What follows belongs to an exercise in optimizing a design on an open flow for small area, a short achievable clock period and few clock cycles; a production flow would make more cautious choices. In this exercise RTL edits were held to simulation tests only and were not proved equivalent to the original. No activity file was given, so power comes from the tool's default toggle rates.

// cpu
module cpu (
    input  logic                   clk,
    input  logic                   arst_n,
    output logic [14-1:0] isram_addr,
    input  logic [32-1:0]   isram_dataout,
    output logic [14-1:0] dsram_addr,
    output logic [3:0]             dsram_wen,
    output logic [32-1:0]   dsram_datain,
    input  logic [32-1:0]   dsram_dataout
);
Size in the first run: about 4,600 cells after synthesis, roughly 1,300 flip-flops, ~0.059 mm2 of cells after synthesis.
export LEC_CHECK = 0
export CAP_MARGIN = 20
export CORE_MARGIN = 2
export CORE_UTILIZATION = 40
export CTS_CLUSTER_DIAMETER = 100
export CTS_CLUSTER_SIZE = 20
export PLACE_DENSITY = 0.72
export SLEW_MARGIN = 20
export TNS_END_PERCENT = 100
create_clock -name core_clock -period 9.0 [get_ports {clk}]
standard.sh (not shown) runs the stock make flow with config.mk's settings and CLKGATE_MAP_FILE= SYNTH_SCRIPT=/design/flow/synth_recipe.tcl, a recipe that flattens the netlist after the stock synthesis.
==> flow/flow/run.sh <==
#!/bin/bash
# The standard layout (the standard.sh, unchanged synthesis and steps),
# with setup repair asked to leave 5.5 ns of slack at the 9 ns clock.
set -euo pipefail
bash standard.sh SETUP_SLACK_MARGIN=5.5 finish > standard.log 2>&1
Testbench counts at the start, summed over its fixed seeds: cycles 82,486.
Edit:
--- a/flow/design.v
+++ b/flow/design.v
@@ -21,16 +21,17 @@
     logic [31:0] ir;         
     logic        dvalid;
     logic        dpred;      
     logic [15:1] dalt;       
     logic        stall_q;    
     logic        fe1, fe2;   
     logic        fm1, fm2;   
     logic [31:1] sel1, sel2;  
+    logic [31:1] sel1h;       
     logic        evalid;
     logic [31:0] opa, opb;
     logic [15:2] eaddr;      
     logic        ewen;       
     logic [4:0]  erd;
     logic        ewr, eload, ebranch, ebne, epred;
     logic [15:1] ealt;       
     logic        esub, esra;
@@ -108,17 +109,17 @@
         end
     end
     logic [31:0] rf1, rf2, d_imm, opa_n, opb_n;
     logic [15:0] d_off, addr_rf, addr_m;
     always_comb begin
         rf1 = '0;
         rf2 = '0;
         for (int k = 1; k < 32; k++) begin
-            rf1 = rf1 | ({32{sel1[k]}} & rf[k]);
+            rf1 = rf1 | ({sel1h[k] ? 16'hffff : 16'h0000, sel1[k] ? 16'hffff : 16'h0000} & rf[k]);
             rf2 = rf2 | ({32{sel2[k]}} & rf[k]);
         end
     end
     assign d_imm = d_use2 ? 32'd0 : d_lui ? {ir[31:12], 12'd0} : {{20{ir[31]}}, ir[31:20]};
     assign opa_n = fe1 ? alu_res : fm1 ? mval : rf1;
     assign opb_n = fe2 ? alu_res : fm2 ? mval : (rf2 | d_imm);
     assign d_off   = d_store ? {{4{ir[31]}}, ir[31:25], ir[11:7]} : {{4{ir[31]}}, ir[31:20]};
     assign addr_rf = rf1[15:0] + d_off;
@@ -154,17 +155,19 @@
     always_ff @(posedge clk) begin
         ipc <= fpc;
         if (!stall_q) begin
             ir    <= iw;
             dpred <= i_pred;
             dalt  <= i_alt;
         end
         for (int k = 1; k < 32; k++) begin
-            sel1[k] <= stall_q ? (d_use1 & (d_rs1 == 5'(k))) : (i_use1 & (iw[19:15] == 5'(k)));
+            sel1[k]  <= stall_q ? (d_use1 & (d_rs1 == 5'(k))) : (i_use1 & (iw[19:15] == 5'(k)));
+            sel1h[k] <= stall_q ? (d_ar & (d_rs1 == 5'(k)) | d_branch & (d_rs1 == 5'(k)))
+                                : ((i_op | i_opimm | i_branch) & (iw[19:15] == 5'(k)));
             sel2[k] <= stall_q ? (d_use2 & (d_rs2 == 5'(k))) : (i_use2 & (iw[24:20] == 5'(k)));
         end
         fe1 <= ~stall_q & dvalid & d_wr & i_use1 & (iw[19:15] == d_rd);
         fe2 <= ~stall_q & dvalid & d_wr & i_use2 & (iw[24:20] == d_rd);
         fm1 <= stall_q ? (evalid & ewr & (d_rs1 == erd) & d_use1)
                        : (evalid & ewr & i_use1 & (iw[19:15] == erd));
         fm2 <= stall_q ? (evalid & ewr & (d_rs2 == erd) & d_use2)
                        : (evalid & ewr & i_use2 & (iw[24:20] == erd));
Cell count climbs by 2.6%.
Hold slack is about the same.
Total power hardly moves.
Via count came out lower by 0.84%.
Setup slack improves by 0.15 ns.
Routed wire length decreases by 1.2%.
Global-route usage goes down by 0.79 points.
Sequential share of layout area rises by 0.53 points.
Critical path depth rose by 1.
Non-clock buffer count went down by 9.
Testbench counts after the change, summed over its fixed seeds: cycles 82,486.

static timing again, ports no longer ideal:
How much do the figures lean on ideal ports? The routed layouts below were timed once more, with nothing changed but the port constraints.
Step 1 assumes that a clkbuf_16 drives the clock port and a buf_2 every other input.
Step 2 times the ports against the registers' clock, not the clock port: input delays grow and output delays shrink by t, the midpoint of the rising clock arrivals with the driver on.
Three values: no drivers, after step 1, after step 2; two values: the first two.
run | t (ns) | slack for setup (ns) | clock arrival spread, ns
the first run | 0.780 | 5.292 / 5.292 / 4.587 | 0.046 / 0.047
the second run | 0.772 | 5.447 / 5.424 / 4.755 | 0.041 / 0.041
After both steps every run listed still meets setup and hold. For the first run, which loses most, drivers alone change the setup slack by 0.000 ns; drivers and shift together by -0.705 ns.
